This design comes from an exercise in tuning for small area on the open sky130 flow, not from production work. The RTL was checked by simulation tests, not by an equivalence proof against the original design. Power figures rest on the tool's default switching activity, not on a simulated workload.

==> inputs of trial 91 <==
==> flow/design.v <==
package cdp_rdma_cfg_pkg;
  localparam int atom_bytes_c = 32;
  localparam int atom_shift_c = $clog2(atom_bytes_c);
  localparam int w_group_c = 8;
  localparam int dim_w_c = 13;
  localparam int addr_w_c = 64;
  localparam int stride_w_c = 32;
  localparam int perf_w_c = 32;
  typedef logic [dim_w_c-1:0] dim_t;
  typedef struct packed {
    dim_t channel;
    dim_t height;
    dim_t width;
    logic [addr_w_c-1:0] base_addr;
    logic [stride_w_c-1:0] line_stride;
    logic [stride_w_c-1:0] surf_stride;
    logic dma_en;
  } cdp_rdma_cfg_t;
endpackage
package cdp_rdma_req_pkg;
  localparam int req_addr_w_c = 64;
  typedef logic [2:0] req_size_t;
  typedef struct packed {
    req_size_t size;
    logic [req_addr_w_c-1:0] addr;
  } dma_rd_req_t;
  typedef struct packed {
    logic last_c;
    logic last_h;
    logic last_w;
    req_size_t size;
  } cq_entry_t;
  typedef struct packed {
    logic last_w;
    logic last_c;
    logic last_h;
  } walk_pos_t;
endpackage
`timescale 1ns/1ps
module cdp_rdma_addr_gen #(
  parameter int W = 64
) (
  input  logic [W-1:0] a,
  input  logic [W-1:0] b,
  input  logic         ci,
  output logic [W-1:0] s
);
  logic [W-1:0] p0;
  logic [W-1:0] g;
  logic [W-1:0] p;
  always_comb begin
    p0 = a ^ b;
    g  = a & b;
    p  = p0;
    g[0] = g[0] | (p0[0] & ci);
    for (int d = 1; d < W; d = d * 2) begin
      for (int i = 2 * d - 1; i < W; i = i + 2 * d) begin
        g[i] = g[i] | (p[i] & g[i-d]);
        p[i] = p[i] & p[i-d];
      end
    end
    for (int d = W / 2; d >= 1; d = d / 2) begin
      for (int i = 3 * d - 1; i < W; i = i + 2 * d) begin
        g[i] = g[i] | (p[i] & g[i-d]);
        p[i] = p[i] & p[i-d];
      end
    end
    s = p0 ^ {g[W-2:0], ci};
  end
endmodule
`timescale 1ns/1ps
module cdp_rdma_ig (
  input  logic                                  nvdla_core_clk,
  input  logic                                  nvdla_core_rstn,
  input  logic                                  op_en,
  input  cdp_rdma_cfg_pkg::cdp_rdma_cfg_t       cfg,
  input  logic                                  eg2ig_done,
  output logic                                  dma_req_valid,
  input  logic                                  dma_req_ready,
  output cdp_rdma_req_pkg::dma_rd_req_t         dma_req_pd,
  output logic                                  cq_valid,
  input  logic                                  cq_ready,
  output cdp_rdma_req_pkg::cq_entry_t           cq_pd,
  output logic [cdp_rdma_cfg_pkg::perf_w_c-1:0] perf_stall_d0,
  output logic [cdp_rdma_cfg_pkg::perf_w_c-1:0] perf_stall_d1
);
  logic        active;
  logic        hold;
  logic        layer_flag;
  logic        go;
  logic        layer_done;
  logic        last_c;
  logic        last_w;
  logic        last_h;
  logic [7:0]  c_cnt;
  logic [9:0]  w_cnt;
  logic [12:0] h_cnt;
  logic [9:0]  w_inc;
  logic [63:0] req_addr;
  logic [63:0] line_base;
  logic [63:0] add_a;
  logic [31:0] add_b;
  logic [63:0] sum;
  logic [31:0] stall_cnt;
  logic        stall;
  logic [31:0] stall_inc;
  assign go         = active & dma_req_ready & cq_ready;
  assign layer_done = go & last_c & last_w & last_h;
  always_ff @(posedge nvdla_core_clk or negedge nvdla_core_rstn) begin
    if (!nvdla_core_rstn) begin
      active <= 1'b0;
      hold   <= 1'b0;
    end else begin
      active <= active ? ~layer_done : (op_en & ~hold);
      hold   <= layer_done | (hold & ~eg2ig_done);
    end
  end
  assign dma_req_valid = active & cq_ready;
  assign cq_valid      = active & dma_req_ready;
  assign last_c = (c_cnt == cfg.channel[12:5]);
  assign last_w = (w_cnt == cfg.width[12:3]);
  assign last_h = (h_cnt == cfg.height);
  assign w_inc  = w_cnt + 1'b1;
  always_ff @(posedge nvdla_core_clk) begin
    if (!active) begin
      c_cnt <= '0;
      w_cnt <= '0;
      h_cnt <= '0;
    end else if (go) begin
      c_cnt <= last_c ? 8'd0 : c_cnt + 1'b1;
      if (last_c) begin
        w_cnt <= last_w ? 10'd0 : w_inc;
        if (last_w) begin
          h_cnt <= h_cnt + 1'b1;
        end
      end
    end
  end
  always_comb begin
    if (!active) begin
      add_a = cfg.base_addr;
      add_b = '0;
    end else if (go & last_c) begin
      add_a = line_base;
      add_b = last_w ? cfg.line_stride : {14'd0, w_inc, 8'd0};
    end else begin
      add_a = req_addr;
      add_b = go ? cfg.surf_stride : 32'd0;
    end
  end
  cdp_rdma_addr_gen #(.W(64)) u_add (
    .a  (add_a),
    .b  ({32'd0, add_b}),
    .ci (1'b0),
    .s  (sum)
  );
  always_ff @(posedge nvdla_core_clk) begin
    req_addr <= sum;
    if (!active | (go & last_c & last_w)) begin
      line_base <= sum;
    end
  end
  assign stall = cfg.dma_en & active & cq_ready & ~dma_req_ready;
  cdp_rdma_addr_gen #(.W(32)) u_stall_inc (
    .a  (stall_cnt),
    .b  (32'd0),
    .ci (stall),
    .s  (stall_inc)
  );
  always_ff @(posedge nvdla_core_clk) begin
    if (!active) begin
      stall_cnt <= '0;
    end else begin
      stall_cnt <= stall_inc;
    end
  end
  always_ff @(posedge nvdla_core_clk or negedge nvdla_core_rstn) begin
    if (!nvdla_core_rstn) begin
      layer_flag    <= 1'b0;
      perf_stall_d0 <= '0;
      perf_stall_d1 <= '0;
    end else if (layer_done) begin
      layer_flag <= ~layer_flag;
      if (layer_flag) begin
        perf_stall_d1 <= stall_cnt;
      end else begin
        perf_stall_d0 <= stall_cnt;
      end
    end
  end
  assign dma_req_pd = {(last_w ? cfg.width[2:0] : 3'd7), req_addr};
  assign cq_pd      = {last_c, last_h, last_w, (last_w ? cfg.width[2:0] : 3'd7)};
endmodule
==> flow/flow/run.sh <==
#!/bin/bash
# Standard ORFS layout with two changes:
#  - port buffers use the smallest buffer (buf_1) instead of clkdlybuf4s50_1
#  - clock tree: larger sink clusters, clkbuf_8, no dummy loads
set -euo pipefail
bash standard.sh \
  'BUFFER_PORTS_ARGS=-buffer_cell sky130_fd_sc_hd__buf_1' \
  'CTS_ARGS=-sink_clustering_enable -repair_clock_nets -dont_use_dummy_load -sink_clustering_size 16 -sink_clustering_max_diameter 80 -buf_list sky130_fd_sc_hd__clkbuf_8' \
  finish > flow_make.log 2>&1
==> flow/standard.sh <==
#!/bin/bash
# synth_recipe.tcl (not shown) runs the flow's synth.tcl, then flattens the netlist and writes it again
# the make line also repeats each setting of config.mk as NAME=value (left out here)
make -C /OpenROAD-flow-scripts/flow DESIGN_CONFIG=/design/flow/config.mk WORK_HOME=/design/flow/orfs CLKGATE_MAP_FILE= SYNTH_SCRIPT=/design/flow/synth_recipe.tcl "${@:-finish}"
==> flow/config.mk <==
export PLATFORM = sky130hd
export DESIGN_NAME = cdp_rdma_ig
export DESIGN_NICKNAME = cdp_rdma_ig
export VERILOG_FILES = /design/flow/design.v
export SDC_FILE = /design/flow/constraint.sdc
export NUM_CORES = 4
export LEC_CHECK = 0
export CAP_MARGIN = 20
export CORE_MARGIN = 2
export CORE_UTILIZATION = 40
export SETUP_SLACK_MARGIN = 0.3
export SLEW_MARGIN = 20
==> flow/constraint.sdc <==
create_clock -name core_clock -period 6.0 [get_ports {nvdla_core_clk}]
set_input_delay 1.2000 -clock core_clock [delete_from_list [all_inputs] [get_ports {nvdla_core_clk}]]
set_output_delay 1.2000 -clock core_clock [all_outputs]
set_load 0.01 [all_outputs]
==> build 41 (differences from trial 91) <==
==> flow/design.v, changed modules only <==
module cdp_rdma_addr_gen #(
  parameter int W = 64
) (
  input  logic [W-1:0] a,
  input  logic [W-1:0] b,
  input  logic         ci,
  output logic [W-1:0] s,
  output logic         co
);
  logic [W-1:0] p0;
  logic [W-1:0] g;
  logic [W-1:0] p;
  always_comb begin
    p0 = a ^ b;
    g  = a & b;
    p  = p0;
    g[0] = g[0] | (p0[0] & ci);
    for (int d = 1; d < W; d = d * 2) begin
      for (int i = 2 * d - 1; i < W; i = i + 2 * d) begin
        g[i] = g[i] | (p[i] & g[i-d]);
        p[i] = p[i] & p[i-d];
      end
    end
    for (int d = 2 ** ($clog2(W) - 1); d >= 1; d = d / 2) begin
      for (int i = 3 * d - 1; i < W; i = i + 2 * d) begin
        g[i] = g[i] | (p[i] & g[i-d]);
        p[i] = p[i] & p[i-d];
      end
    end
    s  = p0 ^ {g[W-2:0], ci};
    co = g[W-1];
  end
endmodule
module cdp_rdma_ig (
  input  logic                                  nvdla_core_clk,
  input  logic                                  nvdla_core_rstn,
  input  logic                                  op_en,
  input  cdp_rdma_cfg_pkg::cdp_rdma_cfg_t       cfg,
  input  logic                                  eg2ig_done,
  output logic                                  dma_req_valid,
  input  logic                                  dma_req_ready,
  output cdp_rdma_req_pkg::dma_rd_req_t         dma_req_pd,
  output logic                                  cq_valid,
  input  logic                                  cq_ready,
  output cdp_rdma_req_pkg::cq_entry_t           cq_pd,
  output logic [cdp_rdma_cfg_pkg::perf_w_c-1:0] perf_stall_d0,
  output logic [cdp_rdma_cfg_pkg::perf_w_c-1:0] perf_stall_d1
);
  localparam int lo_w = 46;
  logic           active;
  logic           hold;
  logic           layer_flag;
  logic           go;
  logic           layer_done;
  logic           last_c;
  logic           last_w;
  logic           last_h;
  logic [7:0]     c_cnt;
  logic [9:0]     w_cnt;
  logic [12:0]    h_cnt;
  logic [9:0]     w_inc;
  logic [lo_w-1:0] req_lo;
  logic            req_k;
  logic [lo_w-1:0] line_lo;
  logic            line_k;
  logic [lo_w-1:0] add_a;
  logic            add_k;
  logic [31:0]     add_b;
  logic [lo_w:0]   sum_lo;
  logic            sum_k;
  logic [63-lo_w:0] req_hi;
  logic [31:0]    stall_cnt;
  logic [31:0]    stall_inc;
  logic [31:0]    stall_nxt;
  logic           stall;
  assign go         = active & dma_req_ready & cq_ready;
  assign layer_done = go & last_c & last_w & last_h;
  always_ff @(posedge nvdla_core_clk or negedge nvdla_core_rstn) begin
    if (!nvdla_core_rstn) begin
      active <= 1'b0;
      hold   <= 1'b0;
    end else begin
      active <= active ? ~layer_done : (op_en & ~hold);
      hold   <= layer_done | (hold & ~eg2ig_done);
    end
  end
  assign dma_req_valid = active & cq_ready;
  assign cq_valid      = active & dma_req_ready;
  assign last_c = (c_cnt == cfg.channel[12:5]);
  assign last_w = (w_cnt == cfg.width[12:3]);
  assign last_h = (h_cnt == cfg.height);
  assign w_inc  = w_cnt + 1'b1;
  always_ff @(posedge nvdla_core_clk) begin
    if (!active) begin
      c_cnt <= '0;
      w_cnt <= '0;
      h_cnt <= '0;
    end else if (go) begin
      c_cnt <= last_c ? 8'd0 : c_cnt + 1'b1;
      if (last_c) begin
        w_cnt <= last_w ? 10'd0 : w_inc;
        if (last_w) begin
          h_cnt <= h_cnt + 1'b1;
        end
      end
    end
  end
  logic sel_base, sel_line, sel_req, sel_ss, sel_ls, sel_w;
  assign sel_base = ~active;
  assign sel_line = go & last_c;
  assign sel_req  = active & ~(go & last_c);
  assign sel_ss   = go & ~last_c;
  assign sel_ls   = go & last_c & last_w;
  assign sel_w    = go & last_c & ~last_w;
  assign add_a = ({lo_w{sel_base}} & cfg.base_addr[lo_w-1:0])
               | ({lo_w{sel_line}} & line_lo)
               | ({lo_w{sel_req}}  & req_lo);
  assign add_k = (sel_line & line_k) | (sel_req & req_k);
  assign add_b = ({32{sel_ss}} & cfg.surf_stride)
               | ({32{sel_ls}} & cfg.line_stride)
               | ({32{sel_w}}  & {14'd0, w_inc, 8'd0});
  cdp_rdma_addr_gen #(.W(lo_w)) u_add_lo (
    .a  (add_a),
    .b  ({{(lo_w-32){1'b0}}, add_b}),
    .ci (1'b0),
    .s  (sum_lo[lo_w-1:0]),
    .co (sum_lo[lo_w])
  );
  assign sum_k = add_k ^ sum_lo[lo_w];
  always_ff @(posedge nvdla_core_clk) begin
    req_lo <= sum_lo[lo_w-1:0];
    req_k  <= sum_k;
    if (!active | (go & last_c & last_w)) begin
      line_lo <= sum_lo[lo_w-1:0];
      line_k  <= sum_k;
    end
  end
  cdp_rdma_addr_gen #(.W(64-lo_w)) u_add_hi (
    .a  (cfg.base_addr[63:lo_w]),
    .b  ('0),
    .ci (req_k),
    .s  (req_hi),
    .co ()
  );
  assign stall = cfg.dma_en & active & cq_ready & ~dma_req_ready;
  cdp_rdma_addr_gen #(.W(32)) u_stall_inc (
    .a  (stall_cnt),
    .b  (32'd0),
    .ci (stall),
    .s  (stall_inc),
    .co ()
  );
  assign stall_nxt = active ? stall_inc : 32'd0;
  always_ff @(posedge nvdla_core_clk) begin
    stall_cnt <= stall_nxt;
  end
  always_ff @(posedge nvdla_core_clk or negedge nvdla_core_rstn) begin
    if (!nvdla_core_rstn) begin
      layer_flag <= 1'b0;
    end else if (layer_done) begin
      layer_flag <= ~layer_flag;
    end
  end
  always_ff @(posedge nvdla_core_clk) begin
    if (!nvdla_core_rstn | (layer_done & ~layer_flag)) begin
      perf_stall_d0 <= stall_nxt;
    end
    if (!nvdla_core_rstn | (layer_done & layer_flag)) begin
      perf_stall_d1 <= stall_nxt;
    end
  end
  assign dma_req_pd = {(last_w ? cfg.width[2:0] : 3'd7), req_hi, req_lo};
  assign cq_pd      = {last_c, last_h, last_w, (last_w ? cfg.width[2:0] : 3'd7)};
endmodule
--- a/flow/flow/run.sh
+++ b/flow/flow/run.sh
@@ -1,7 +1,12 @@
 #!/bin/bash
-# Standard ORFS layout with two changes:
+# Standard ORFS layout (standard.sh) with these changes:
+#  - synthesis: the standard flow's synthesis script, but abc maps with an
+#    area-oriented script (flow/abc_map.script); see flow/synth.tcl
 #  - port buffers use the smallest buffer (buf_1) instead of clkdlybuf4s50_1
-#  - clock tree: larger sink clusters, clkbuf_8, no dummy loads
+#  - clock tree: sink clusters of up to 16 within 80 um, clkbuf_8, no dummy loads
 set -euo pipefail
+here=$(pwd)
+export FLOW_ABC_SCRIPT=$here/flow/abc_map.script
 bash standard.sh \
+  "SYNTH_SCRIPT=$here/flow/synth.tcl" \
   'BUFFER_PORTS_ARGS=-buffer_cell sky130_fd_sc_hd__buf_1' \
==> flow/flow/abc_map.script (new file) <==
&get -n
&st
&dch -f
&nf -a -R 1000
&put
mfs3 -a
topo
stime -c
==> flow/flow/synth.tcl (new file) <==
# The standard synthesis script (synth_recipe.tcl), with one change:
# the abc call maps with flow/abc_map.script (area-oriented &nf mapping, then mfs3 resubstitution)
# instead of ORFS's abc_speed.script. Registers are untouched by abc.
proc synth {args} { yosys synth -nofsm -noshare {*}$args }
proc abc {args} {
  set i [lsearch $args -script]
  if { $i >= 0 } { lset args [expr {$i + 1}] $::env(FLOW_ABC_SCRIPT) }
  yosys abc {*}$args
}
source $::env(SCRIPTS_DIR)/synth.tcl
# left out here: clear keep_hierarchy, flatten, clean up, hide names made inside functions, write 1_2_yosys.v
- CORE_UTILIZATION: 40 -> 75
==> build 25 (differences from trial 91) <==
==> flow/design.v, changed modules only <==
module cdp_rdma_addr_gen #(
  parameter int W = 64
) (
  input  logic [W-1:0] a,
  input  logic [W-1:0] b,
  input  logic         ci,
  output logic [W-1:0] s,
  output logic         co
);
  logic [W-1:0] p0;
  logic [W-1:0] g;
  logic [W-1:0] p;
  always_comb begin
    p0 = a ^ b;
    g  = a & b;
    p  = p0;
    g[0] = g[0] | (p0[0] & ci);
    for (int d = 1; d < W; d = d * 2) begin
      for (int i = 2 * d - 1; i < W; i = i + 2 * d) begin
        g[i] = g[i] | (p[i] & g[i-d]);
        p[i] = p[i] & p[i-d];
      end
    end
    for (int d = 2 ** ($clog2(W) - 1); d >= 1; d = d / 2) begin
      for (int i = 3 * d - 1; i < W; i = i + 2 * d) begin
        g[i] = g[i] | (p[i] & g[i-d]);
        p[i] = p[i] & p[i-d];
      end
    end
    s  = p0 ^ {g[W-2:0], ci};
    co = g[W-1];
  end
endmodule
module cdp_rdma_ig (
  input  logic                                  nvdla_core_clk,
  input  logic                                  nvdla_core_rstn,
  input  logic                                  op_en,
  input  cdp_rdma_cfg_pkg::cdp_rdma_cfg_t       cfg,
  input  logic                                  eg2ig_done,
  output logic                                  dma_req_valid,
  input  logic                                  dma_req_ready,
  output cdp_rdma_req_pkg::dma_rd_req_t         dma_req_pd,
  output logic                                  cq_valid,
  input  logic                                  cq_ready,
  output cdp_rdma_req_pkg::cq_entry_t           cq_pd,
  output logic [cdp_rdma_cfg_pkg::perf_w_c-1:0] perf_stall_d0,
  output logic [cdp_rdma_cfg_pkg::perf_w_c-1:0] perf_stall_d1
);
  localparam int lo_w = 46;
  logic           active;
  logic           hold;
  logic           layer_flag;
  logic           go;
  logic           layer_done;
  logic           last_c;
  logic           last_w;
  logic           last_h;
  logic [7:0]     c_cnt;
  logic [9:0]     w_cnt;
  logic [12:0]    h_cnt;
  logic [9:0]     w_inc;
  logic [lo_w-1:0] req_lo;
  logic            req_k;
  logic [lo_w-1:0] line_lo;
  logic            line_k;
  logic [lo_w-1:0] add_a;
  logic            add_k;
  logic [31:0]     add_b;
  logic [lo_w:0]   sum_lo;
  logic            sum_k;
  logic [63-lo_w:0] req_hi;
  logic [31:0]    stall_cnt;
  logic [31:0]    stall_inc;
  logic           stall;
  assign go         = active & dma_req_ready & cq_ready;
  assign layer_done = go & last_c & last_w & last_h;
  always_ff @(posedge nvdla_core_clk or negedge nvdla_core_rstn) begin
    if (!nvdla_core_rstn) begin
      active <= 1'b0;
      hold   <= 1'b0;
    end else begin
      active <= active ? ~layer_done : (op_en & ~hold);
      hold   <= layer_done | (hold & ~eg2ig_done);
    end
  end
  assign dma_req_valid = active & cq_ready;
  assign cq_valid      = active & dma_req_ready;
  assign last_c = (c_cnt == cfg.channel[12:5]);
  assign last_w = (w_cnt == cfg.width[12:3]);
  assign last_h = (h_cnt == cfg.height);
  assign w_inc  = w_cnt + 1'b1;
  always_ff @(posedge nvdla_core_clk) begin
    if (!active) begin
      c_cnt <= '0;
      w_cnt <= '0;
      h_cnt <= '0;
    end else if (go) begin
      c_cnt <= last_c ? 8'd0 : c_cnt + 1'b1;
      if (last_c) begin
        w_cnt <= last_w ? 10'd0 : w_inc;
        if (last_w) begin
          h_cnt <= h_cnt + 1'b1;
        end
      end
    end
  end
  logic sel_base, sel_line, sel_req, sel_ss, sel_ls, sel_w;
  assign sel_base = ~active;
  assign sel_line = go & last_c;
  assign sel_req  = active & ~(go & last_c);
  assign sel_ss   = go & ~last_c;
  assign sel_ls   = go & last_c & last_w;
  assign sel_w    = go & last_c & ~last_w;
  assign add_a = ({lo_w{sel_base}} & cfg.base_addr[lo_w-1:0])
               | ({lo_w{sel_line}} & line_lo)
               | ({lo_w{sel_req}}  & req_lo);
  assign add_k = (sel_line & line_k) | (sel_req & req_k);
  assign add_b = ({32{sel_ss}} & cfg.surf_stride)
               | ({32{sel_ls}} & cfg.line_stride)
               | ({32{sel_w}}  & {14'd0, w_inc, 8'd0});
  cdp_rdma_addr_gen #(.W(lo_w)) u_add_lo (
    .a  (add_a),
    .b  ({{(lo_w-32){1'b0}}, add_b}),
    .ci (1'b0),
    .s  (sum_lo[lo_w-1:0]),
    .co (sum_lo[lo_w])
  );
  assign sum_k = add_k ^ sum_lo[lo_w];
  always_ff @(posedge nvdla_core_clk) begin
    req_lo <= sum_lo[lo_w-1:0];
    req_k  <= sum_k;
    if (!active | (go & last_c & last_w)) begin
      line_lo <= sum_lo[lo_w-1:0];
      line_k  <= sum_k;
    end
  end
  cdp_rdma_addr_gen #(.W(64-lo_w)) u_add_hi (
    .a  (cfg.base_addr[63:lo_w]),
    .b  ('0),
    .ci (req_k),
    .s  (req_hi),
    .co ()
  );
  assign stall = cfg.dma_en & active & cq_ready & ~dma_req_ready;
  cdp_rdma_addr_gen #(.W(32)) u_stall_inc (
    .a  (stall_cnt),
    .b  (32'd0),
    .ci (stall),
    .s  (stall_inc),
    .co ()
  );
  always_ff @(posedge nvdla_core_clk or negedge nvdla_core_rstn) begin
    if (!nvdla_core_rstn) begin
      stall_cnt <= '0;
    end else if (!active) begin
      stall_cnt <= '0;
    end else begin
      stall_cnt <= stall_inc;
    end
  end
  always_ff @(posedge nvdla_core_clk or negedge nvdla_core_rstn) begin
    if (!nvdla_core_rstn) begin
      layer_flag <= 1'b0;
    end else if (layer_done) begin
      layer_flag <= ~layer_flag;
    end
  end
  always_ff @(posedge nvdla_core_clk) begin
    if (!nvdla_core_rstn | (layer_done & ~layer_flag)) begin
      perf_stall_d0 <= stall_cnt;
    end
    if (!nvdla_core_rstn | (layer_done & layer_flag)) begin
      perf_stall_d1 <= stall_cnt;
    end
  end
  assign dma_req_pd = {(last_w ? cfg.width[2:0] : 3'd7), req_hi, req_lo};
  assign cq_pd      = {last_c, last_h, last_w, (last_w ? cfg.width[2:0] : 3'd7)};
endmodule
- CORE_UTILIZATION: 40 -> 60
==> qor summary <==
|  | build 25 | build 41 | trial 91 |
|---|---|---|---|
| Outcome | no timing/DRC/antenna violations | no timing/DRC/antenna violations | no timing/DRC/antenna violations |
| WP buf/inv | 3 | 2 | 3 |
| Setup clock skew after layout | 0.0586 ns | 0.00870 ns | 0.0411 ns |
| Inverters | 47 | 43 | 32 |
| Switching Power | 1320 uW | 1280 uW | 1690 uW |
| Vert. Die Dim | 139 um | 120 um | 182 um |
| Internal | 2710 uW | 2640 uW | 3120 uW |
| Net count after synthesis | 1174 | 1082 | 1448 |
| Startpoint of the worst-slack reg-to-reg timing path | c_cnt[0] | active | active |
| Cell with the most instances after synthesis | edfxtp_1 | edfxtp_1 | dfxtp_1 |
| Layout cell share with drive strength beyond 1 | 0.0451 | 0.0473 | 0.0921 |
| Count of routing violations after the opening detailed-route iteration | 309 | 766 | 494 |
| X dimension of the die | 139 um | 120 um | 182 um |
| Largest stage delay on the critical path | 0.60 ns | 0.45 ns | 0.65 ns |
| Diodes inserted | 2 | 0 | 4 |

-- static timing again, ports no longer ideal --
In the flow no input, the clock included, has a driving cell. The finished layouts below were timed again as built, in two steps. Step 1 assumes that a clkbuf_16 drives the clock port and a buf_2 every other input. Step 2 also shifts input and output timing later by t, the mid clock arrival at the registers, as if the neighbouring blocks saw the same clock. Slacks: ideal / step 1 / step 2; pairs: ideal / step 1.
run	shift t [ns]	setup slack, ns	worst slew at a driven data input, ns
trial 91	0.562	0.707 / 0.696 / 0.133	0.11
build 41	0.532	0.555 / 0.568 / 0.036	0.07
build 25	0.530	0.842 / 0.845 / 0.315	0.07
After both steps setup and hold are still met in every run listed. The setup slack of trial 91, which loses most, moves by -0.011 ns with the drivers and by -0.574 ns with both steps.
